Background: an optimization exercise with open tools, aiming at small area, a short achievable clock period and few clock cycles per item. Do not read the settings as production practice.
The RTL was checked by simulation tests, not by an equivalence proof against the original design.

==> flow/design.v (outline; a module is shown in full before it is edited, if it fits) <==
// module hslrgb_mul_c: 748 lines
// module hslrgb_mul_x: 752 lines
// module hslrgb_div: 565 lines
// module hsl_to_rgb_converter_unit: 125 lines
module hsl_to_rgb_converter_unit #(
  parameter int FRACTION_BITS = hslrgb_pkg::FRACTION_BITS
) (
  input  logic             clk,
  input  logic             rst_n,
  input  logic             in_valid,
  output logic             in_stall,
  input  hslrgb_pkg::hsl_t in_data,
  output logic             out_valid,
  input  logic             out_stall,
  output hslrgb_pkg::rgb_t out_data
);
  // ...
==> flow/run.sh <==
#!/bin/bash
# synth_recipe.tcl (not shown) runs the flow's synth.tcl, then flattens the netlist and writes it again
# the make line also repeats each setting of config.mk as NAME=value (left out here)
make -C /OpenROAD-flow-scripts/flow DESIGN_CONFIG=/design/flow/config.mk WORK_HOME=/design/flow/orfs CLKGATE_MAP_FILE= SYNTH_SCRIPT=/design/flow/synth_recipe.tcl finish
==> flow/config.mk <==
export PLATFORM = sky130hd
export DESIGN_NAME = hsl_to_rgb_converter_unit
export DESIGN_NICKNAME = hsl_to_rgb_converter_unit
export VERILOG_FILES = /design/flow/design.v
export SDC_FILE = /design/flow/constraint.sdc
export NUM_CORES = 4
export LEC_CHECK = 0
export CAP_MARGIN = 20
export CORE_MARGIN = 2
export CORE_UTILIZATION = 40
export PLACE_DENSITY = 0.6
export SLEW_MARGIN = 20
==> flow/constraint.sdc <==
create_clock -name core_clock -period 7.0 [get_ports {clk}]
set_input_delay 1.4000 -clock core_clock [delete_from_list [all_inputs] [get_ports {clk}]]
set_output_delay 1.4000 -clock core_clock [all_outputs]
set_load 0.01 [all_outputs]
==> flow_summary_export.csv, run 1 <==
group,metric,value,unit
sta,setup_ws,1350,ps
worst_setup_path,path_cells,"and2_1 -> fa_1 -> fa_1 -> fa_1 -> inv_1 -> fa_1 -> fa_1 -> inv_1 -> ha_1 -> o21a_1 -> o211ai_1 -> a31oi_1 -> o22a_1 -> o41a_4 -> a31oi_4 -> o21bai_1 -> xnor2_1 -> o21ai_0",
grt,grt_max_degree,93,
worst_setup_path,rr_worst_depth,18,
sta,tns,0,ps
synth,synth_top_cells_by_count,"inv_1 (286), fa_1 (228), nand2_1 (223)",
synth,synth_top_area_cell,"edfxtp_1",
finish,area_growth,9.91,%
floorplanning,dieHeight,219,um
clock_tree,postCtsSetupBuffers,0,
outcome,outcome,"complete, no violations",
sta,hold_viol,0,
finish,buffers_excl_clock,90,
worst_hold_path,holdCritPathClass,"reg2reg",
worst_setup_path,critical-path-top-delay-family,"adder cells",
synth,synthesis.area,0.0184,mm^2
synth,seq_area_frac_synth,0.275,
finish,diodes,0,
worst_setup_path,cp.depth,18,
clock_tree,clock-root-buffer,"clkbuf_16",
placed_design,gp_congestion,0.833,
clock_tree,cts_buffer_depth,2,
clock_tree,cts_hold_buf,0,
floorplanning,die_area,0.0478,mm^2
grt,grt.overflow.total,0,
floorplanning,io_pins,86,
synth,synth_top_family_by_area,"adder cells",
worst_setup_path,endpoint_kind,"flop",
routing,wl_per_cell,15.8,um
synth,synth-main-ff-cell,"edfxtp_1",
finish,layout_common_cells,"inv_1 (286), fa_1 (228), nand2_1 (222)",
worst_setup_path,cp_slowest_stage_delay,680,ps
synth,synth_fa_ha_area_frac,0.337,
finish,largest_reg_flops,39,
sta,slew_headroom,0.338,
routing,drt_wl_total,40.1,mm
synth,avgSynthCellArea,9.65,um^2
Testbench counts, summed over its fixed seeds: cycles 8,032, items 8,000.
==> run 2, diff against run 1 <==
--- a/flow/config.mk
+++ b/flow/config.mk
@@ -11,2 +11,3 @@
 export PLACE_DENSITY = 0.6
+export SETUP_SLACK_MARGIN = 2.5
 export SLEW_MARGIN = 20
==> flow_summary_export.csv, run 2 <==
group,metric,value,unit
floorplanning,initial_core_util,0.406,
grt,grt.overflow.total,0,
placed_design,dpl.cell_count,2504,
worst_setup_path,start_kind,"flop",
worst_setup_path,crit_start,"s0_s_r[8]",
sta,post-route-period-util,0.739,
floorplanning,die_area,0.0478,mm^2
synth,seq_area_frac_synth,0.275,
floorplanning,rows,78,
worst_setup_path,slowest_stage,"fa_1",
synth,synthesis.area,0.0184,mm^2
finish,final_common_cell,"inv_1",
clock_tree,path_clk_slew,80,ps
placed_design,portBuffers,85,
synth,synth_edf_count,166,
worst_setup_path,endpoint,"s1_c_r[11]",
placed_design,dp_hpwl,30.5,mm
synth,synth_top_area_cell,"edfxtp_1",
routing,drc_errors,0,
worst_setup_path,crit_path_max_fanout,6,
floorplanning,io_pins,86,
synth,ys_seq_elements,170,
synth,synth_xor_area_frac,0.0380,
finish,largestRegisters,"out_r x39, s2_q_r x16",
clock_tree,htreeDepth,4,
sta,period_minus_slack,5170,ps
sta,slew_headroom,0.157,
floorplanning,core,0.0454,mm^2
grt,gr-usage-all-layers,0.194,
grt,grt_max_degree,93,
synth,syn-num-nets,2315,
clock_tree,cts_tree,"done",
worst_setup_path,cp_common_cell,"fa_1",
worst_setup_path,r2r_slack,1830,ps
worst_setup_path,crit_arrival,5350,ps
synth,muxShareOfSynthArea,0.00530,
finish,largest_reg_flops,39,
finish,layout_common_cells,"inv_1 (274), nand2_1 (209), fa_1 (189)",
worst_setup_path,crit-reg2reg-launch,"s0_s_r[8]",
grt,grt_antenna_before_repair,1,
synth,synth_top_family_by_area,"adder cells",
grt,grt_pass1_wl,72.9,mm
synth,yosysTopAreaCellShare,0.271,
worst_setup_path,critPathRequiredTime,7180,ps
sta,slew_viol_final,0,
clock_tree,clock_latency,460,ps
clock_tree,clock-root-buffer,"clkbuf_16",
worst_setup_path,rr_worst_depth,16,
worst_setup_path,crit_type,"reg2reg",
routing,vias_per_cell,5.07,
synth,synth_compound_area_frac,0.110,
worst_setup_path,r2r_end,"s1_c_r[11]",
sta,worst_slew_pin_slew,1260,ps
sta,tns,0,ps
sta,rsz0062_at_grt,"yes",
worst_setup_path,cp_slowest_stage_delay,580,ps
routing,vias,13600,
finish,area_growth,21.2,%
clock_tree,cts_num_sinks,170,
clock_tree,cts-buffers-inserted,17,
synth,yosys.cell_count.top_type,"inv_1",
floorplanning,dieHeight,219,um
worst_setup_path,endpoint_kind,"flop",
routing,wl_per_cell,16.4,um
flow_run,drv_cap,0,
placed_design,gp_congestion,0.849,
clock_tree,cts_buffer_depth,2,
synth,synth_fa_ha_area_frac,0.337,
worst_setup_path,path_cells,"buf_6 -> nand2_1 -> fa_1 -> inv_1 -> fa_1 -> fa_2 -> fa_1 -> fa_1 -> ha_2 -> or3_1 -> o22a_1 -> o41a_4 -> a31oi_4 -> o21bai_1 -> xnor2_1 -> o21ai_0",
finish,post-route-util,0.492,
finish,diodes,0,
synth,synthCells,1910,
sta,hold_viol,0,
worst_setup_path,path_buf_inv,2,
synth,avgSynthCellArea,9.65,um^2
synth,synth_area_leaders,"edfxtp_1 (27%), fa_1 (25%), ha_1 (9.0%), inv_1 (5.8%), and2_1 (5.7%)",
sta,finalClockSkew,13.1,ps
synth,synth-main-ff-cell,"edfxtp_1",
worst_hold_path,holdCritPathClass,"reg2reg",
sta,setup_viol,0,
routing,ant_nets,0,
routing,drt_wl_total,43.9,mm
synth,ys_async_sr_fraction,0,
outcome,outcome,"complete, no violations",
worst_setup_path,critical-path-top-delay-family,"adder cells",
routing,drt-pass1-iter-count,7,
synth,ys_warn_count,1,
finish,largest-register,"out_r",
worst_setup_path,cp.depth,16,
grt,grt_pass1_vias,14200,
synth,yosysUniqueCellTypes,71,
sta,max_freq,0.193,GHz
routing,drtIter0Drc,827,
finish,nets,2474,
floorplanning,die_x,219,um
finish,drive_above_1_share,0.182,
synth,synth_top_cells_by_count,"inv_1 (286), fa_1 (228), nand2_1 (223)",
synth,synth-simple-area-share,0.155,
finish,fin_cells,2681,
[run 2: cell counts after synthesis]
Identical to the previous run, type by type.
[run 2: worst min path at each step]
stage,startpoint,endpoint,slack [ps],cells past startpoint
finish,s0_k_r[10],s1_k_r[10],410,0
global route,s0_k_r[10],s1_k_r[10],420,0
CTS,s0_k_r[10],s1_k_r[10],420,0
detailed placement,s0_k_r[2],s1_k_r[2],410,0
global placement,s0_k_r[5],s1_k_r[5],400,0
floorplan,s0_k_r[0],s1_k_r[0],400,0
[run 2: metrics by stage]
stage | setup slack (ps) | cell area (um^2) | hold slack (ps)
floorplan | 1940 | 18700 | 400
global placement | 1550 | 19800 | 403
detailed placement | 1490 | 19800 | 406
CTS | 1810 | 21800 | 418
global route | 1640 | 22300 | 420
finish | 1830 | 22300 | 410
[run 2: cell families after synthesis]
group,Yosys count
flops,170
xor+xnor,80
compound gates,314
simple gates,594
buf+inv,383
mux,9
fa+ha+maj,360
[run 2: timing repair]
action | 4_1_cts | 5_1_grt
gates cloned | 2 | 0
buffers inserted | 122 | 22
setup endpoints to repair | 50 | 53
hold buffers | 0 | 0
gates resized for setup | 90 | 117
pin swaps | 70 | 59
[run 2: worst register-to-register path, cell delays in order, from the launching register on]
cell and delay (ps):
edfxtp_1 530, buf_6 160, nand2_1 80, fa_1 550, inv_1 50, fa_1 460, fa_2 380, fa_1 580
fa_1 430, ha_2 200, or3_1 370, o22a_1 230, o41a_4 400, a31oi_4 170, o21bai_1 110, xnor2_1 130
o21ai_0 80
[run 2: area by class of cell]
type	instances	area [um^2]
repair buffers	234	2070
well taps	600	751
clock inverters	14	184
inverters	287	1080
flip-flops and latches	170	5060
multi-input cells	1359	12800
fillers	4111	23000
clock buffers	17	425
[run 2: layer usage]
layer | routed length (um) | up-vias | GRT usage
li1 | - | 6499 | -
met1 | 20400 | 6761 | 0.266
met2 | 21200 | 306 | 0.326
met3 | 1770 | 38 | 0.0248
met4 | 538 | 0 | 0.0474
met5 | 0 | - | 0
==> run 3, diff against run 2 <==
--- a/flow/config.mk
+++ b/flow/config.mk
@@ -11,3 +11,3 @@
 export PLACE_DENSITY = 0.6
-export SETUP_SLACK_MARGIN = 2.5
+export SETUP_SLACK_MARGIN = 1.0
 export SLEW_MARGIN = 20
==> flow_summary_export.csv, run 3 <==
group,metric,value,unit
outcome,outcome,"complete, no violations",
grt,grt.overflow.total,0,
synth,yosys.cell_count.top_type,"inv_1",
synth,yosysTopAreaCellShare,0.271,
synth,synth_area_leaders,"edfxtp_1 (27%), fa_1 (25%), ha_1 (9.0%), inv_1 (5.8%), and2_1 (5.7%)",
clock_tree,path_clk_slew,70,ps
synth,avgSynthCellArea,9.65,um^2
worst_setup_path,crit_type,"reg2reg",
finish,area_growth,9.91,%
grt,grt_pass1_vias,13200,
routing,ant_nets,0,
flow_run,drv_cap,0,
worst_setup_path,path_cells,"and2_1 -> fa_1 -> fa_1 -> fa_1 -> inv_1 -> fa_1 -> fa_1 -> inv_1 -> ha_1 -> o21a_1 -> o211ai_1 -> a31oi_1 -> o22a_1 -> o41a_4 -> a31oi_4 -> o21bai_1 -> xnor2_1 -> o21ai_0",
synth,yosysUniqueCellTypes,71,
placed_design,dp_hpwl,30.7,mm
grt,grt_max_degree,93,
floorplanning,rows,78,
worst_setup_path,critPathRequiredTime,7200,ps
sta,post-route-period-util,0.808,
floorplanning,io_pins,86,
worst_setup_path,start_kind,"flop",
synth,synthesis.area,0.0184,mm^2
clock_tree,post_cts_resized,0,
synth,ys_warn_count,1,
sta,tns,0,ps
finish,final_common_cell,"inv_1",
routing,wl_per_cell,15.8,um
grt,grt_antenna_before_repair,0,
sta,max_freq,0.177,GHz
floorplanning,dieHeight,219,um
floorplanning,die_x,219,um
routing,drt_wl_total,40.1,mm
placed_design,portBuffers,85,
clock_tree,cts-buffers-inserted,17,
routing,drc_errors,0,
finish,final_area,0.0203,mm^2
finish,fillers,4328,
grt,grt_pass1_wl,67.5,mm
grt,gr-usage-all-layers,0.180,
sta,period_minus_slack,5650,ps
clock_tree,postCtsSetupBuffers,0,
worst_setup_path,slowest_stage,"edfxtp_1",
finish,largest-register,"out_r",
finish,seqCellArea,0.00506,mm^2
synth,ys_seq_elements,170,
placed_design,gp_congestion,0.833,
sta,setup_viol,0,
synth,ys_async_sr_fraction,0,
worst_setup_path,crit_path_max_fanout,17,
synth,syn-num-nets,2315,
clock_tree,cts_num_sinks,170,
routing,drtIter0Drc,688,
finish,layout_common_cells,"inv_1 (286), fa_1 (228), nand2_1 (222)",
routing,vias,12900,
worst_setup_path,cp_slowest_stage_delay,680,ps
finish,nets,2328,
worst_setup_path,cp_common_cell,"fa_1",
finish,largest_reg_flops,39,
sta,hold_ws,419,ps
finish,post-route-util,0.446,
clock_tree,clock-root-buffer,"clkbuf_16",
synth,synthCells,1910,
placed_design,dpl_cell_area,0.0197,mm^2
synth,synth_edf_count,166,
synth,synth-main-ff-cell,"edfxtp_1",
worst_hold_path,holdCritPathClass,"reg2reg",
sta,slew_headroom,0.338,
finish,diodes,0,
clock_tree,clock_latency,480,ps
routing,drt-pass1-iter-count,5,
sta,hold_viol,0,
synth,synth_top_area_cell,"edfxtp_1",
routing,vias_per_cell,5.08,
synth,seq_area_frac_synth,0.275,
clock_tree,cts_buffer_depth,2,
synth,synth_top_cells_by_count,"inv_1 (286), fa_1 (228), nand2_1 (223)",
clock_tree,cts_tree,"done",
finish,multi_input_area,0.0119,mm^2
worst_setup_path,crit_arrival,5850,ps
sta,slew_viol_final,0,
floorplanning,die_area,0.0478,mm^2
clock_tree,cts_hold_buf,0,
sta,worst_slew_pin_slew,992,ps
sta,finalClockSkew,9.07,ps
worst_setup_path,endpoint_kind,"flop",
finish,largestRegisters,"out_r x39, s2_q_r x16",
finish,drive_above_1_share,0.0346,
floorplanning,initial_core_util,0.406,
clock_tree,htreeDepth,4,
floorplanning,core,0.0454,mm^2
sta,rsz0062_at_grt,"no",
[run 3: cell counts after synthesis]
Identical to the previous run, type by type.
[run 3: area by class of cell]
| class | count | share of cell area |
|---|---|---|
| clock buffer | 18 | 0.0212 |
| clock inverter | 14 | 0.00643 |
| inverter | 287 | 0.0532 |
| multi-input combinational | 1357 | 0.588 |
| sequential | 170 | 0.250 |
| tap | 600 | 0.0371 |
| timing repair buffer | 90 | 0.0439 |
[run 3: path summary, 6_finish.rpt]
check / slack [ps] / depth (start not counted) / start / to
worst min register to register: 420 / 0 / s0_k_r[2] / s1_k_r[2]
worst max register to register: 1350 / 18 / s0_m_r[2] / s1_c_r[11]
worst max-delay path: 1350 / 18 / s0_m_r[2] / s1_c_r[11]
worst min-delay path: 420 / 0 / s0_k_r[2] / s1_k_r[2]
[run 3: cell families after synthesis]
family          synth area share
compound gates             0.110
xor+xnor                  0.0380
fa+ha+maj                  0.337
buf+inv                   0.0795
flops                      0.275
mux                      0.00530
simple gates               0.155
[run 3: critical path: cells and delay by family (launching register included)]
kind                       cells  cell delay [ps]
DFF                            1              680
adders and majority gates      6             2730
buffers and inverters          2               90
AOI/OAI and AO/OA              8             1520
xor gates and xnor gates       1              120
and+or+nand+nor                1              220
[run 3: layer usage]
metal,GRT usage,vias up,part of all wire
met2,0.303,266,0.49
met1,0.241,6352,0.46
met3,0.0235,38,0.037
met4,0.0569,0,0.017
met5,0,-,0
li1,-,6215,-
[run 3: stage by stage]
stage                     instances  worst slack [ps]
after detailed placement       2504              1360
after global routing           2536              1070
after floorplan                1910              1630
final                          2536              1350
after global placement         2504              1430
after CTS                      2536              1350
==> run 4, diff against run 3 <==
--- a/flow/config.mk
+++ b/flow/config.mk
@@ -7,2 +7,3 @@
 export LEC_CHECK = 0
+export ABC_CLOCK_PERIOD_IN_PS = 4500
 export CAP_MARGIN = 20
@@ -11,3 +12,3 @@
 export PLACE_DENSITY = 0.6
-export SETUP_SLACK_MARGIN = 1.0
+export SETUP_SLACK_MARGIN = 1.5
 export SLEW_MARGIN = 20
==> flow_summary_export.csv, run 4 <==
group,metric,value,unit
outcome,outcome,"complete, no violations",
worst_setup_path,crit_arrival,5510,ps
routing,vias_per_cell,5.07,
finish,drive_above_1_share,0.0709,
floorplanning,io_pins,86,
synth,ys_async_sr_fraction,0,
synth,synthesis.area,0.0184,mm^2
finish,multi_input_area,0.0120,mm^2
routing,drc_errors,0,
worst_setup_path,cp_common_cell,"fa_1",
clock_tree,cts_tree,"done",
worst_setup_path,path_buf_inv,3,
sta,period_minus_slack,5280,ps
placed_design,dp_hpwl,30.7,mm
placed_design,dpl_cell_area,0.0197,mm^2
placed_design,portBuffers,85,
clock_tree,cts_hold_buf,0,
worst_setup_path,crit-reg2reg-launch,"s0_s_r[10]",
synth,seq_area_frac_synth,0.275,
routing,drt-pass1-iter-count,5,
finish,layout_common_cells,"inv_1 (286), fa_1 (227), nand2_1 (222)",
routing,drtIter0Drc,756,
floorplanning,die_area,0.0478,mm^2
routing,vias,13200,
sta,rsz0062_at_grt,"no",
synth,synth_edf_count,166,
worst_setup_path,critical-path-top-delay-family,"adder cells",
routing,wl_per_cell,15.9,um
clock_tree,path_clk_slew,70,ps
worst_setup_path,cp_slowest_stage_delay,550,ps
synth,synth_area_leaders,"edfxtp_1 (27%), fa_1 (25%), ha_1 (9.0%), inv_1 (5.8%), and2_1 (5.7%)",
grt,grt_pass1_wl,68.2,mm
flow_run,drv_cap,0,
grt,grt.overflow.total,0,
clock_tree,cts_num_sinks,170,
clock_tree,cts-buffers-inserted,17,
routing,ant_nets,0,
sta,hold_ws,419,ps
sta,post-route-period-util,0.754,
placed_design,dpl.cell_count,2504,
clock_tree,cts_buffer_depth,2,
grt,gr-usage-all-layers,0.182,
finish,diodes,0,
sta,setup_viol,0,
worst_setup_path,endpoint,"s1_c_r[10]",
synth,synth_top_area_cell,"edfxtp_1",
clock_tree,htreeDepth,4,
synth,yosysTopAreaCellShare,0.271,
floorplanning,core,0.0454,mm^2
worst_setup_path,cp.depth,16,
sta,max_freq,0.190,GHz
finish,area_growth,13.2,%
worst_setup_path,slowest_stage,"fa_1",
finish,nets,2394,
finish,final_area,0.0209,mm^2
worst_setup_path,path_cells,"buf_4 -> and2_1 -> fa_1 -> inv_1 -> fa_1 -> inv_1 -> fa_1 -> fa_1 -> fa_1 -> ha_1 -> or3_1 -> o22a_2 -> o41a_4 -> a31oi_4 -> xnor2_1 -> mux2_2",
grt,grt_max_degree,93,
finish,largest-register,"out_r",
worst_setup_path,rr_worst_depth,16,
finish,fillers,4285,
worst_setup_path,crit_type,"reg2reg",
placed_design,gp_congestion,0.833,
finish,final_common_cell,"inv_1",
floorplanning,initial_core_util,0.406,
worst_setup_path,crit_path_max_fanout,3,
finish,post-route-util,0.460,
floorplanning,rows,78,
routing,drt_wl_total,41.3,mm
worst_hold_path,holdCritPathClass,"reg2reg",
sta,hold_viol,0,
sta,slew_viol_final,0,
worst_setup_path,crit_start,"s0_s_r[10]",
synth,ys_seq_elements,170,
sta,tns,0,ps
synth,syn-num-nets,2315,
placed_design,place_ws,1360,ps
sta,setup_ws,1720,ps
grt,grt_antenna_before_repair,0,
worst_setup_path,endpoint_kind,"flop",
worst_setup_path,start_kind,"flop",
synth,yosysUniqueCellTypes,71,
finish,fin_cells,2602,
finish,largest_reg_flops,39,
sta,finalClockSkew,10.5,ps
clock_tree,clock_latency,480,ps
synth,avgSynthCellArea,9.65,um^2
synth,synth-main-ff-cell,"edfxtp_1",
finish,seqCellArea,0.00506,mm^2
floorplanning,dieHeight,219,um
synth,yosys.cell_count.top_type,"inv_1",
floorplanning,die_x,219,um
clock_tree,clock-root-buffer,"clkbuf_16",
worst_setup_path,r2r_end,"s1_c_r[10]",
sta,worst_slew_pin_slew,1010,ps
grt,grt_pass1_vias,13300,
synth,ys_warn_count,1,
synth,synthCells,1910,
worst_setup_path,r2r_slack,1720,ps
worst_setup_path,critPathRequiredTime,7230,ps
finish,largestRegisters,"out_r x39, s2_q_r x16",
sta,slew_headroom,0.323,
synth,synth_top_cells_by_count,"inv_1 (286), fa_1 (228), nand2_1 (223)",
-- run 4: cell counts after synthesis --
Identical to the previous run, type by type.
-- run 4: worst reg2reg max path: stages, from the launching register on --
cell and delay, ps:
edfxtp_1 460, buf_4 190, and2_1 170, fa_1 520, inv_1 50, fa_1 480
inv_1 60, fa_1 450, fa_1 550, fa_1 430, ha_1 220, or3_1 340
o22a_2 240, o41a_4 390, a31oi_4 160, xnor2_1 70, mux2_2 260
-- run 4: worst min-delay path by stage --
stage / to / cells after the start / slack, ps / startpoint
6_report: s1_k_r[2] / 0 / 420 / s0_k_r[2]
4_1_cts: s1_k_r[8] / 0 / 420 / s0_k_r[8]
2_1_floorplan: s1_k_r[0] / 0 / 400 / s0_k_r[0]
5_1_grt: s1_k_r[8] / 0 / 420 / s0_k_r[8]
3_5_place_dp: s1_sect_r[1] / 0 / 410 / s0_sect_r[1]
3_3_place_gp: s1_k_r[8] / 0 / 400 / s0_k_r[8]
-- run 4: per-layer routing --
layer,vias up,global-route usage,wire [um]
li1,6346,-,-
met1,6539,0.242,18800
met2,259,0.308,20400
met3,40,0.0235,1410
met4,0,0.0585,717
met5,-,0,0
-- run 4: cell families after synthesis --
kind of cell / Yosys count / share of synthesized area
buf+inv: 383 / 0.0795
compound gates: 314 / 0.110
mux: 9 / 0.00530
fa+ha+maj: 360 / 0.337
simple gates: 594 / 0.155
flops: 170 / 0.275
xor+xnor: 80 / 0.0380
-- run 4: final cells by class --
class / instances / share of cell area
tap: 600 / 0.0360
clock buffer: 18 / 0.0206
clock inverter: 14 / 0.00624
timing repair buffer: 156 / 0.0687
sequential: 170 / 0.243
inverter: 287 / 0.0516
multi-input combinational: 1357 / 0.574
-- run 4: repair_timing --
item                       in CTS  in global routing
setup endpoints to repair       4                 11
pin swaps                       0                 13
gates resized for setup         0                 14
buffers inserted               19                 47
==> run 5, diff against run 4 <==
--- a/flow/config.mk
+++ b/flow/config.mk
@@ -7,3 +7,3 @@
 export LEC_CHECK = 0
-export ABC_CLOCK_PERIOD_IN_PS = 4500
+export ABC_CLOCK_PERIOD_IN_PS = 1500
 export CAP_MARGIN = 20
==> flow_summary_export.csv, run 5 <==
group,metric,value,unit
outcome,outcome,"complete, no violations",
sta,post-route-period-util,0.754,
synth,synth_top_area_cell,"edfxtp_1",
sta,tns,0,ps
floorplanning,initial_core_util,0.406,
synth,synth-main-ff-cell,"edfxtp_1",
finish,largest_reg_flops,39,
sta,setup_viol,0,
floorplanning,io_pins,86,
finish,largest-register,"out_r",
synth,synth-simple-area-share,0.155,
placed_design,portBuffers,85,
sta,rsz0062_at_grt,"no",
worst_setup_path,r2r_slack,1720,ps
routing,vias_per_cell,5.07,
synth,yosys.cell_count.top_type,"inv_1",
synth,syn-num-nets,2315,
clock_tree,cts_hold_buf,0,
synth,avgSynthCellArea,9.65,um^2
synth,seq_area_frac_synth,0.275,
synth,synth_fa_ha_area_frac,0.337,
synth,ys_async_sr_fraction,0,
synth,synthesis.area,0.0184,mm^2
routing,wl_per_cell,15.9,um
grt,grt_pass1_vias,13300,
sta,max_freq,0.190,GHz
worst_setup_path,r2r_end,"s1_c_r[10]",
grt,grt.overflow.total,0,
finish,seqCellArea,0.00506,mm^2
synth,ys_warn_count,1,
worst_setup_path,endpoint,"s1_c_r[10]",
sta,slew_headroom,0.323,
clock_tree,path_clk_slew,70,ps
sta,finalClockSkew,10.5,ps
sta,slew_viol_final,0,
synth,synthCells,1910,
placed_design,dp_hpwl,30.7,mm
routing,vias,13200,
routing,drt_wl_total,41.3,mm
synth,synth_edf_count,166,
finish,layout_common_cells,"inv_1 (286), fa_1 (227), nand2_1 (222)",
finish,area_growth,13.2,%
finish,final_common_cell,"inv_1",
worst_setup_path,critPathRequiredTime,7230,ps
synth,synth_top_family_by_area,"adder cells",
worst_setup_path,rr_worst_depth,16,
floorplanning,die_area,0.0478,mm^2
worst_setup_path,crit_start,"s0_s_r[10]",
placed_design,place_ws,1360,ps
worst_setup_path,crit-reg2reg-launch,"s0_s_r[10]",
synth,yosysTopAreaCellShare,0.271,
routing,drtIter0Drc,756,
finish,nets,2394,
finish,drive_above_1_share,0.0709,
finish,diodes,0,
sta,period_minus_slack,5280,ps
synth,muxShareOfSynthArea,0.00530,
clock_tree,cts_buffer_depth,2,
worst_hold_path,holdCritPathClass,"reg2reg",
routing,drc_errors,0,
finish,multi_input_area,0.0120,mm^2
placed_design,gp_congestion,0.833,
sta,hold_viol,0,
grt,gr-usage-all-layers,0.182,
worst_setup_path,crit_type,"reg2reg",
synth,synth_top_cells_by_count,"inv_1 (286), fa_1 (228), nand2_1 (223)",
finish,largestRegisters,"out_r x39, s2_q_r x16",
synth,synth_compound_area_frac,0.110,
sta,setup_ws,1720,ps
flow_run,drv_cap,0,
worst_setup_path,start_kind,"flop",
floorplanning,die_x,219,um
worst_setup_path,crit_arrival,5510,ps
floorplanning,core,0.0454,mm^2
synth,synth_xor_area_frac,0.0380,
clock_tree,cts_tree,"done",
worst_setup_path,crit_path_max_fanout,3,
clock_tree,clock_latency,480,ps
grt,grt_pass1_wl,68.2,mm
synth,ys_seq_elements,170,
grt,grt_max_degree,93,
worst_setup_path,endpoint_kind,"flop",
grt,grt_antenna_before_repair,0,
routing,drt-pass1-iter-count,5,
clock_tree,cts-buffers-inserted,17,
clock_tree,cts_num_sinks,170,
finish,fillers,4285,
floorplanning,rows,78,
synth,yosysUniqueCellTypes,71,
clock_tree,htreeDepth,4,
synth,synth_area_leaders,"edfxtp_1 (27%), fa_1 (25%), ha_1 (9.0%), inv_1 (5.8%), and2_1 (5.7%)",
routing,ant_nets,0,
clock_tree,clock-root-buffer,"clkbuf_16",
floorplanning,dieHeight,219,um
sta,worst_slew_pin_slew,1010,ps
[run 5: how the worst min path moves through the flow]
stage                  from            to  slack, ps  depth (start not counted)
2_1_floorplan     s0_k_r[0]     s1_k_r[0]        400                          0
3_3_place_gp      s0_k_r[8]     s1_k_r[8]        400                          0
3_5_place_dp   s0_sect_r[1]  s1_sect_r[1]        410                          0
4_1_cts           s0_k_r[8]     s1_k_r[8]        420                          0
5_1_grt           s0_k_r[8]     s1_k_r[8]        420                          0
6_report          s0_k_r[2]     s1_k_r[2]        420                          0
[run 5: cell families after synthesis]
family,after synthesis
buffers and inverters,383
DFF,170
xor gates and xnor gates,80
and+or+nand+nor,594
muxes,9
AOI/OAI and AO/OA,314
adders and majority gates,360
[run 5: area by class of cell]
type                            instances  area share
Inverter                              287      0.0516
Sequential cell                       170       0.243
Clock inverter                         14     0.00624
Clock buffer                           18      0.0206
Tap cell                              600      0.0360
Multi-Input combinational cell       1357       0.574
Timing Repair Buffer                  156      0.0687
[run 5: repair_timing]
action                                  in CTS  in global routing
setup buffers                               19                 47
cloned                                       0                  0
resized for setup                            0                 14
endpoints found under the setup margin       4                 11
pin swaps                                    0                 13
endpoints found under the hold margin        0                  0
[run 5: metrics by stage]
stage	util	cell area, um^2	cells	hold WS, ps
floorplan	-	18400	1910	400
global placement	0.434	19700	2504	400
detailed placement	0.434	19700	2504	405
CTS	0.449	20400	2555	421
global route	0.460	20900	2602	424
finish	0.460	20900	2602	419
[run 5: worst max-delay path, cell delays in order (launching register included)]
cell      delay [ps]
edfxtp_1         460
buf_4            190
and2_1           170
fa_1             520
inv_1             50
fa_1             480
inv_1             60
fa_1             450
fa_1             550
fa_1             430
ha_1             220
or3_1            340
o22a_2           240
o41a_4           390
a31oi_4          160
xnor2_1           70
mux2_2           260
[run 5: metal layers]
metal	track usage	up-vias	share of wire
met3	0.0235	40	0.034
met5	0	-	0
met4	0.0585	0	0.017
li1	-	6346	-
met2	0.308	259	0.49
met1	0.242	6539	0.46
==> run 6, diff against run 5 <==
--- a/flow/config.mk
+++ b/flow/config.mk
@@ -7,3 +7,2 @@
 export LEC_CHECK = 0
-export ABC_CLOCK_PERIOD_IN_PS = 1500
 export CAP_MARGIN = 20
==> flow_summary_export.csv, run 6 <==
group,metric,value,unit
outcome,outcome,"complete, no violations",
clock_tree,cts_tree,"done",
placed_design,gp_congestion,0.833,
synth,synth_area_leaders,"edfxtp_1 (27%), fa_1 (25%), ha_1 (9.0%), inv_1 (5.8%), and2_1 (5.7%)",
synth,ys_warn_count,1,
worst_hold_path,hold_start,"s0_k_r[2]",
placed_design,portBuffers,85,
routing,drc_errors,0,
finish,nets,2394,
finish,largestRegisters,"out_r x39, s2_q_r x16",
worst_hold_path,holdCritPathClass,"reg2reg",
floorplanning,dieHeight,219,um
worst_setup_path,crit_path_max_fanout,3,
synth,yosys.cell_count.top_type,"inv_1",
sta,slew_viol_final,0,
flow_run,drv_cap,0,
worst_setup_path,critPathRequiredTime,7230,ps
finish,final_common_cell,"inv_1",
clock_tree,cts-buffers-inserted,17,
floorplanning,core,0.0454,mm^2
routing,vias_per_cell,5.07,
sta,period_minus_slack,5280,ps
synth,seq_area_frac_synth,0.275,
worst_hold_path,hold_depth,0,
routing,vias,13200,
worst_setup_path,crit_arrival,5510,ps
synth,ys_seq_elements,170,
worst_hold_path,holdPathEnd,"s1_k_r[2]",
synth,yosysTopAreaCellShare,0.271,
sta,finalClockSkew,10.5,ps
floorplanning,rows,78,
floorplanning,initial_core_util,0.406,
worst_setup_path,endpoint_kind,"flop",
sta,hold_viol,0,
clock_tree,cts_buffer_depth,2,
routing,drt-pass1-iter-count,5,
worst_setup_path,crit-reg2reg-launch,"s0_s_r[10]",
sta,setup_ws,1720,ps
worst_setup_path,crit_type,"reg2reg",
floorplanning,die_area,0.0478,mm^2
synth,synth_top_area_cell,"edfxtp_1",
worst_setup_path,r2r_end,"s1_c_r[10]",
worst_setup_path,cp_slowest_stage_delay,550,ps
worst_setup_path,start_kind,"flop",
synth,avgSynthCellArea,9.65,um^2
finish,diodes,0,
placed_design,place_ws,1360,ps
worst_setup_path,rr_worst_depth,16,
clock_tree,cts_hold_buf,0,
routing,ant_nets,0,
finish,fin_cells,2602,
synth,synth-main-ff-cell,"edfxtp_1",
sta,worst_slew_pin_slew,1010,ps
routing,drtIter0Drc,756,
synth,synthesis.area,0.0184,mm^2
finish,fillers,4285,
grt,grt_pass1_vias,13300,
synth,synthCells,1910,
finish,area_growth,13.2,%
worst_setup_path,path_cells,"buf_4 -> and2_1 -> fa_1 -> inv_1 -> fa_1 -> inv_1 -> fa_1 -> fa_1 -> fa_1 -> ha_1 -> or3_1 -> o22a_2 -> o41a_4 -> a31oi_4 -> xnor2_1 -> mux2_2",
sta,slew_headroom,0.323,
placed_design,dp_hpwl,30.7,mm
worst_setup_path,r2r_slack,1720,ps
finish,post-route-util,0.460,
worst_setup_path,cp_common_cell,"fa_1",
sta,setup_viol,0,
sta,max_freq,0.190,GHz
placed_design,dpl.cell_count,2504,
routing,wl_per_cell,15.9,um
routing,drt_wl_total,41.3,mm
clock_tree,cts_num_sinks,170,
synth,yosysUniqueCellTypes,71,
grt,grt_max_degree,93,
finish,layout_common_cells,"inv_1 (286), fa_1 (227), nand2_1 (222)",
clock_tree,clock-root-buffer,"clkbuf_16",
worst_setup_path,slowest_stage,"fa_1",
finish,largest-register,"out_r",
grt,grt_antenna_before_repair,0,
clock_tree,clock_latency,480,ps
grt,grt.overflow.total,0,
synth,syn-num-nets,2315,
synth,synth_edf_count,166,
sta,post-route-period-util,0.754,
synth,synth_top_cells_by_count,"inv_1 (286), fa_1 (228), nand2_1 (223)",
sta,tns,0,ps
synth,ys_async_sr_fraction,0,
sta,rsz0062_at_grt,"no",
clock_tree,htreeDepth,4,
grt,gr-usage-all-layers,0.182,
finish,drive_above_1_share,0.0709,
floorplanning,io_pins,86,
grt,grt_pass1_wl,68.2,mm
clock_tree,path_clk_slew,70,ps
finish,largest_reg_flops,39,
floorplanning,die_x,219,um
## run 6: cell counts in the layout (fill, tap and decap cells not counted)
No cell type changed its count.
## run 6: what timing repair did
item | in CTS | in global routing
setup endpoints to repair | 4 | 11
hold endpoints to repair | 0 | 0
setup buffers | 19 | 47
gates resized for setup | 0 | 14
pin swaps | 0 | 13
## run 6: layer usage
layer	share of wire	up-vias	global-route usage	wire length, um
met3	0.034	40	0.0235	1410
met2	0.49	259	0.308	20400
met5	0	-	0	0
met4	0.017	0	0.0585	717
met1	0.46	6539	0.242	18800
li1	-	6346	-	-
## run 6: metrics by stage
| step | hold slack, ps | area [um^2] |
|---|---|---|
| after global routing | 424 | 20900 |
| after CTS | 421 | 20400 |
| after detailed placement | 405 | 19700 |
| after global placement | 400 | 19700 |
| after floorplan | 400 | 18400 |
| final | 419 | 20900 |
## run 6: cells by family (layout without fill, tap and decap cells)
logic type	after synthesis	in the layout	share of synthesized area
AO/OA/AOI/OAI	314	314	0.110
XOR/XNOR	80	80	0.0380
adder cells (fa/ha/maj)	360	360	0.337
buffers and inverters	383	475	0.0795
flip-flops	170	170	0.275
multiplexers	9	9	0.00530
AND/OR/NAND/NOR	594	594	0.155
## run 6: area by class of cell
type / count / area (um^2) / area share
Inverter: 287 / 1080 / 0.0516
Multi-Input combinational cell: 1357 / 12000 / 0.574
Timing Repair Buffer: 156 / 1430 / 0.0687
Sequential cell: 170 / 5060 / 0.243
Tap cell: 600 / 751 / 0.0360
Clock inverter: 14 / 130 / 0.00624
Clock buffer: 18 / 429 / 0.0206
## run 6: worst max-delay path: cells and delay by family (launching register included)
family | cells | cell delay, ps
AO/OA/AOI/OAI | 3 | 790
XOR/XNOR | 1 | 70
adder cells (fa/ha/maj) | 6 | 2650
buffers and inverters | 3 | 300
flip-flops | 1 | 460
multiplexers | 1 | 260
AND/OR/NAND/NOR | 2 | 510
## run 6: worst max-delay path by stage
stage	from	cells after the start	slack (ps)	end
global route	s1_c_r[7]	17	1500	s2_q_r[13]
finish	s0_s_r[10]	16	1720	s1_c_r[10]
global placement	s0_m_r[2]	18	1430	s1_c_r[11]
floorplan	s0_m_r[2]	20	1630	s1_c_r[10]
detailed placement	s0_m_r[2]	17	1360	s1_c_r[10]
CTS	s0_s_r[7]	18	1510	s1_c_r[11]
==> run 7, diff against run 6 <==
--- a/flow/config.mk
+++ b/flow/config.mk
@@ -10,2 +10,3 @@
 export CORE_UTILIZATION = 40
+export CTS_BUF_LIST = sky130_fd_sc_hd__clkbuf_4 sky130_fd_sc_hd__clkbuf_8
 export PLACE_DENSITY = 0.6
==> flow_summary_export.csv, run 7 <==
group,metric,value,unit
synth,yosysUniqueCellTypes,71,
worst_setup_path,cp_slowest_stage_delay,620,ps
placed_design,dp_hpwl,30.7,mm
synth,avgSynthCellArea,9.65,um^2
synth,synth_edf_count,166,
finish,fin_cells,2601,
sta,rsz0062_at_grt,"no",
clock_tree,path_clk_slew,100,ps
sta,max_freq,0.189,GHz
worst_setup_path,start_kind,"flop",
finish,fillers,4321,
synth,ys_async_sr_fraction,0,
sta,period_minus_slack,5280,ps
routing,ant_nets,0,
synth,synthCells,1910,
sta,post-route-period-util,0.754,
worst_setup_path,endpoint_kind,"flop",
worst_setup_path,cp_common_cell,"a21o_1",
clock_tree,cts-buffers-inserted,17,
finish,largest-register,"out_r",
routing,drt-pass1-iter-count,5,
synth,synth_area_leaders,"edfxtp_1 (27%), fa_1 (25%), ha_1 (9.0%), inv_1 (5.8%), and2_1 (5.7%)",
finish,drive_above_1_share,0.0710,
floorplanning,rows,78,
floorplanning,dieHeight,219,um
synth,yosys.cell_count.top_type,"inv_1",
sta,hold_viol,0,
grt,grt.overflow.total,0,
synth,synthesis.area,0.0184,mm^2
synth,seq_area_frac_synth,0.275,
finish,diodes,0,
floorplanning,core,0.0454,mm^2
placed_design,gp_congestion,0.833,
worst_setup_path,critPathRequiredTime,7310,ps
floorplanning,io_pins,86,
routing,vias_per_cell,5.06,
worst_setup_path,crit_path_max_fanout,12,
sta,setup_viol,0,
finish,area_growth,12.1,%
sta,tns,0,ps
placed_design,dpl.cell_count,2504,
routing,wl_per_cell,15.8,um
synth,ys_seq_elements,170,
sta,slew_headroom,0.322,
routing,drc_errors,0,
flow_run,drv_cap,0,
floorplanning,die_area,0.0478,mm^2
clock_tree,cts_buffer_depth,2,
finish,layout_common_cells,"inv_1 (286), fa_1 (227), nand2_1 (222)",
routing,drt_wl_total,41.1,mm
floorplanning,initial_core_util,0.406,
finish,final_common_cell,"inv_1",
synth,yosysTopAreaCellShare,0.271,
grt,grt_pass1_vias,13300,
finish,largestRegisters,"out_r x39, s2_q_r x16",
placed_design,portBuffers,85,
routing,vias,13200,
grt,grt_antenna_before_repair,0,
worst_setup_path,slowest_stage,"edfxtp_1",
finish,nets,2393,
worst_hold_path,holdCritPathClass,"reg2reg",
clock_tree,clock_latency,550,ps
grt,gr-usage-all-layers,0.181,
sta,finalClockSkew,19.9,ps
synth,ys_warn_count,1,
clock_tree,cts_num_sinks,170,
worst_setup_path,crit_arrival,5590,ps
grt,grt_pass1_wl,68.1,mm
clock_tree,cts_tree,"done",
synth,syn-num-nets,2315,
synth,synth_top_area_cell,"edfxtp_1",
worst_setup_path,path_cells,"and2_1 -> fa_1 -> fa_1 -> fa_1 -> fa_1 -> ha_1 -> a21o_1 -> a21o_1 -> a21oi_4 -> nand2_1 -> a21o_1 -> a21o_1 -> a21o_1 -> a21o_1 -> xor2_1 -> mux2_2",
finish,largest_reg_flops,39,
clock_tree,htreeDepth,4,
clock_tree,clock-root-buffer,"clkbuf_8",
sta,worst_slew_pin_slew,1010,ps
synth,synth_top_cells_by_count,"inv_1 (286), fa_1 (228), nand2_1 (223)",
grt,grt_max_degree,93,
outcome,outcome,"complete, no violations",
worst_setup_path,crit_type,"reg2reg",
sta,slew_viol_final,0,
clock_tree,cts_hold_buf,0,
routing,drtIter0Drc,765,
synth,synth-main-ff-cell,"edfxtp_1",
floorplanning,die_x,219,um
run 7: cell count changes in the layout (fill, tap and decap cells not counted), sizes merged:
cell,delta
buf,-1
run 7: final timing paths:
check / startpoint / end / slack, ps / cells after the start
setup / recovery: s0_s_r[5] / s1_c_r[4] / 1720 / 16
setup reg to reg: s0_s_r[5] / s1_c_r[4] / 1720 / 16
hold / removal: s0_k_r[2] / s1_k_r[2] / 420 / 0
hold reg to reg: s0_k_r[2] / s1_k_r[2] / 420 / 0
run 7: what timing repair did:
item / 4_1_cts / 5_1_grt
buffers inserted: 19 / 46
resized for setup: 0 / 14
setup endpoints to repair: 4 / 11
pin swaps: 0 / 13
run 7: kinds of logic (layout without fill, tap and decap cells):
logic type	Yosys count	in the layout	synth area share
AOI/OAI and AO/OA	314	314	0.110
xor gates and xnor gates	80	80	0.0380
adders and majority gates	360	360	0.337
buffers and inverters	383	474	0.0795
DFF	170	170	0.275
muxes	9	9	0.00530
and+or+nand+nor	594	594	0.155
run 7: layout make-up:
class                      count  area [um^2]  share of cell area
clock buffer                  18          241              0.0117
clock inverter                14          130             0.00630
inverter                     287         1080              0.0521
multi-input combinational   1357        12000               0.579
sequential                   170         5060               0.245
tap                          600          751              0.0363
timing repair buffer         155         1430              0.0690
run 7: critical path: cells and delay by family, from the launching register on:
family / cells / cell delay (ps)
and+or+nand+nor: 2 / 370
AOI/OAI and AO/OA: 7 / 1380
DFF: 1 / 620
muxes: 1 / 270
adders and majority gates: 5 / 2240
xor gates and xnor gates: 1 / 140
run 7: through the flow:
step	util	hold WS, ps	instance area (um^2)	setup slack, ps
after floorplan	-	400	18400	1630
after global placement	0.434	400	19700	1430
after detailed placement	0.434	405	19700	1360
after CTS	0.445	427	20200	1510
after global routing	0.455	431	20700	1510
final	0.455	422	20700	1720
run 7: routing by layer:
layer  GRT usage  vias to the layer above  share of wire
met3      0.0238                       41          0.037
met2       0.308                      242           0.50
met1       0.240                     6533           0.45
li1            -                     6344              -
met4      0.0569                        0          0.016
met5           0                        -              0
==> run 8, diff against run 7 <==
==> flow/flow/run.sh (new file) <==
#!/bin/bash
# The standard layout (the standard.sh: ORFS synthesis to finish), except
# that the port buffers use the smallest plain buffer instead of the delay
# buffer buffer_ports picks by default. Every port is still buffered.
set -euo pipefail
bash standard.sh "BUFFER_PORTS_ARGS=-buffer_cell sky130_fd_sc_hd__buf_1" finish > standard_flow.log 2>&1
==> flow/standard.sh (new file) <==
#!/bin/bash
# synth_recipe.tcl (not shown) runs the flow's synth.tcl, then flattens the netlist and writes it again
# the make line also repeats each setting of config.mk as NAME=value (left out here)
make -C /OpenROAD-flow-scripts/flow DESIGN_CONFIG=/design/flow/config.mk WORK_HOME=/design/flow/orfs CLKGATE_MAP_FILE= SYNTH_SCRIPT=/design/flow/synth_recipe.tcl "${@:-finish}"
--- a/flow/config.mk
+++ b/flow/config.mk
@@ -10,3 +10,2 @@
 export CORE_UTILIZATION = 40
-export CTS_BUF_LIST = sky130_fd_sc_hd__clkbuf_4 sky130_fd_sc_hd__clkbuf_8
 export PLACE_DENSITY = 0.6
removed: flow/run.sh
==> flow_summary_export.csv, run 8 <==
group,metric,value,unit
synth,yosysTopAreaCellShare,0.271,
grt,grt_max_degree,93,
worst_setup_path,crit_type,"reg2reg",
synth,yosys.cell_count.top_type,"inv_1",
clock_tree,htreeDepth,4,
finish,nets,2388,
synth,synth_area_leaders,"edfxtp_1 (27%), fa_1 (25%), ha_1 (9.0%), inv_1 (5.8%), and2_1 (5.7%)",
grt,grt_antenna_before_repair,0,
finish,largest_reg_flops,39,
sta,post-route-period-util,0.765,
sta,slew_viol_final,0,
grt,grt_pass1_wl,68.0,mm
placed_design,place_ws,1310,ps
worst_setup_path,endpoint_kind,"flop",
worst_hold_path,holdCritPathClass,"reg2reg",
floorplanning,rows,78,
finish,post-route-util,0.448,
finish,area_growth,10.3,%
grt,grt_pass1_vias,13500,
placed_design,portBuffers,85,
placed_design,dp_hpwl,30.6,mm
sta,hold_viol,0,
floorplanning,dieHeight,219,um
routing,vias,13100,
worst_setup_path,r2r_slack,1650,ps
clock_tree,cts_tree,"done",
synth,synth_top_cells_by_count,"inv_1 (286), fa_1 (228), nand2_1 (223)",
grt,gr-usage-all-layers,0.181,
floorplanning,die_area,0.0478,mm^2
finish,largest-register,"out_r",
routing,drt-pass1-iter-count,5,
floorplanning,die_x,219,um
finish,largestRegisters,"out_r x39, s2_q_r x16",
floorplanning,io_pins,86,
synth,synthesis.area,0.0184,mm^2
clock_tree,cts-buffers-inserted,17,
clock_tree,path_clk_slew,70,ps
finish,layout_common_cells,"inv_1 (286), fa_1 (224), nand2_1 (222)",
outcome,outcome,"complete, no violations",
finish,diodes,0,
worst_setup_path,rr_worst_depth,20,
grt,grt.overflow.total,0,
sta,max_freq,0.187,GHz
sta,setup_viol,0,
routing,ant_nets,0,
worst_setup_path,cp_slowest_stage_delay,580,ps
routing,wl_per_cell,15.9,um
sta,hold_ws,417,ps
finish,multi_input_area,0.0120,mm^2
synth,synth_edf_count,166,
synth,ys_async_sr_fraction,0,
synth,synth_top_area_cell,"edfxtp_1",
clock_tree,cts_num_sinks,170,
sta,finalClockSkew,13.6,ps
placed_design,gp_congestion,0.843,
routing,drc_errors,0,
worst_hold_path,hold_depth,0,
worst_setup_path,r2r_end,"s1_c_r[11]",
synth,ys_warn_count,1,
routing,vias_per_cell,5.04,
worst_hold_path,holdPathEnd,"s1_k_r[5]",
worst_setup_path,crit_arrival,5550,ps
floorplanning,core,0.0454,mm^2
synth,ys_seq_elements,170,
sta,worst_slew_pin_slew,1060,ps
clock_tree,cts_buffer_depth,2,
clock_tree,clock-root-buffer,"clkbuf_16",
sta,rsz0062_at_grt,"yes",
synth,syn-num-nets,2315,
worst_setup_path,crit-reg2reg-launch,"s0_s_r[10]",
synth,avgSynthCellArea,9.65,um^2
synth,yosysUniqueCellTypes,71,
worst_setup_path,slowest_stage,"fa_1",
worst_setup_path,crit_path_max_fanout,3,
worst_setup_path,critPathRequiredTime,7200,ps
routing,drtIter0Drc,630,
finish,seqCellArea,0.00506,mm^2
worst_setup_path,path_buf_inv,4,
finish,fillers,4335,
sta,setup_ws,1650,ps
floorplanning,initial_core_util,0.406,
clock_tree,clock_latency,490,ps
sta,period_minus_slack,5350,ps
routing,drt_wl_total,41.2,mm
sta,slew_headroom,0.294,
worst_hold_path,hold_start,"s0_k_r[5]",
sta,tns,0,ps
synth,synth-main-ff-cell,"edfxtp_1",
flow_run,drv_cap,0,
synth,seq_area_frac_synth,0.275,
finish,drive_above_1_share,0.0701,
finish,final_common_cell,"inv_1",
synth,synthCells,1910,
worst_setup_path,critical-path-top-delay-family,"adder cells",
worst_setup_path,start_kind,"flop",
worst_setup_path,path_cells,"buf_4 -> nand2_1 -> fa_1 -> inv_1 -> fa_2 -> inv_1 -> fa_2 -> fa_1 -> inv_1 -> fa_1 -> ha_4 -> o21a_1 -> o211ai_1 -> a31oi_1 -> o22a_2 -> o41a_4 -> a31oi_4 -> o21bai_1 -> xnor2_1 -> o21ai_1",
-- run 8: stage by stage --
stage | instance area [um^2] | std cells
after floorplan | 18400 | 1910
after CTS | 20000 | 2569
after global routing | 20300 | 2596
after global placement | 19200 | 2504
final | 20300 | 2596
after detailed placement | 19200 | 2504
-- run 8: cell families (layout without fill, tap and decap cells) --
kind of cell | after synthesis | in the layout | share of synthesized area
AOI/OAI and AO/OA | 314 | 314 | 0.110
and+or+nand+nor | 594 | 594 | 0.155
buffers and inverters | 383 | 469 | 0.0795
muxes | 9 | 9 | 0.00530
adders and majority gates | 360 | 360 | 0.337
xor gates and xnor gates | 80 | 80 | 0.0380
DFF | 170 | 170 | 0.275
-- run 8: routing by layer --
layer	track usage	share of wire	vias up	wire length, um
met5	0	0	-	0
met3	0.0285	0.038	65	1550
met4	0.0714	0.026	0	1060
met2	0.300	0.48	256	19800
li1	-	-	6339	-
met1	0.239	0.46	6422	18800
-- run 8: worst max-delay path by stage --
stage	from	slack, ps	end	depth (start not counted)
after detailed placement	s0_m_r[2]	1310	s1_c_r[11]	18
after global placement	s0_m_r[2]	1420	s1_c_r[10]	17
after global routing	s0_s_r[9]	1460	s1_c_r[11]	20
final	s0_s_r[10]	1650	s1_c_r[11]	20
after CTS	s0_m_r[1]	1480	s1_c_r[11]	18
after floorplan	s0_m_r[2]	1630	s1_c_r[10]	20
-- run 8: final cells by class --
class                   count  area share
inverters                 287      0.0530
repair buffers            150      0.0405
clock inverters            15     0.00905
clock buffers              17      0.0209
well taps                 600      0.0369
flip-flops and latches    170       0.249
multi-input cells        1357       0.590
-- run 8: what timing repair did --
action,CTS,global route
endpoints found under the setup margin,4,9
pin swaps,1,11
hold buffers,0,0
setup buffers,33,27
resized for setup,0,15
-- run 8: worst register-to-register path, delay by kind of cell (launching register included) --
| family | cells | cell delay [ps] |
|---|---|---|
| adder cells (fa/ha/maj) | 6 | 2740 |
| AO/OA/AOI/OAI | 8 | 1380 |
| flip-flops | 1 | 430 |
| buffers and inverters | 4 | 320 |
| XOR/XNOR | 1 | 140 |
| AND/OR/NAND/NOR | 1 | 70 |

==> port drivers added, routing unchanged <==
How much do the figures lean on ideal ports? The routed layouts below were timed once more, with nothing changed but the port constraints.
Step 1 assumes that a clkbuf_16 drives the clock port and a buf_2 every other input.
Step 2 adds t to the input delays and takes it off the output delays; t is the mean of the earliest and latest rising clock arrival at the registers after step 1. Input paths then give back, and output paths get back, about the clock's delay inside the block.
Three values: no drivers, after step 1, after step 2; two values: the first two.
run | shift t [ns] | setup WS [ns] | hold slack, ns
run 1 | 0.531 | 1.345 / 1.345 / 1.345 | 0.419 / 0.419 / 0.419
run 2 | 0.508 | 1.830 / 1.830 / 1.830 | 0.410 / 0.410 / 0.410
run 3 | 0.531 | 1.345 / 1.345 / 1.345 | 0.419 / 0.419 / 0.419
run 4 | 0.530 | 1.724 / 1.724 / 1.724 | 0.419 / 0.419 / 0.419
run 5 | 0.530 | 1.724 / 1.724 / 1.724 | 0.419 / 0.419 / 0.419
run 6 | 0.530 | 1.724 / 1.724 / 1.724 | 0.419 / 0.419 / 0.419
run 7 | 0.598 | 1.719 / 1.719 / 1.719 | 0.422 / 0.422 / 0.422
run 8 | 0.534 | 1.647 / 1.647 / 1.647 | 0.417 / 0.417 / 0.417
After both steps every run listed still meets setup and hold.
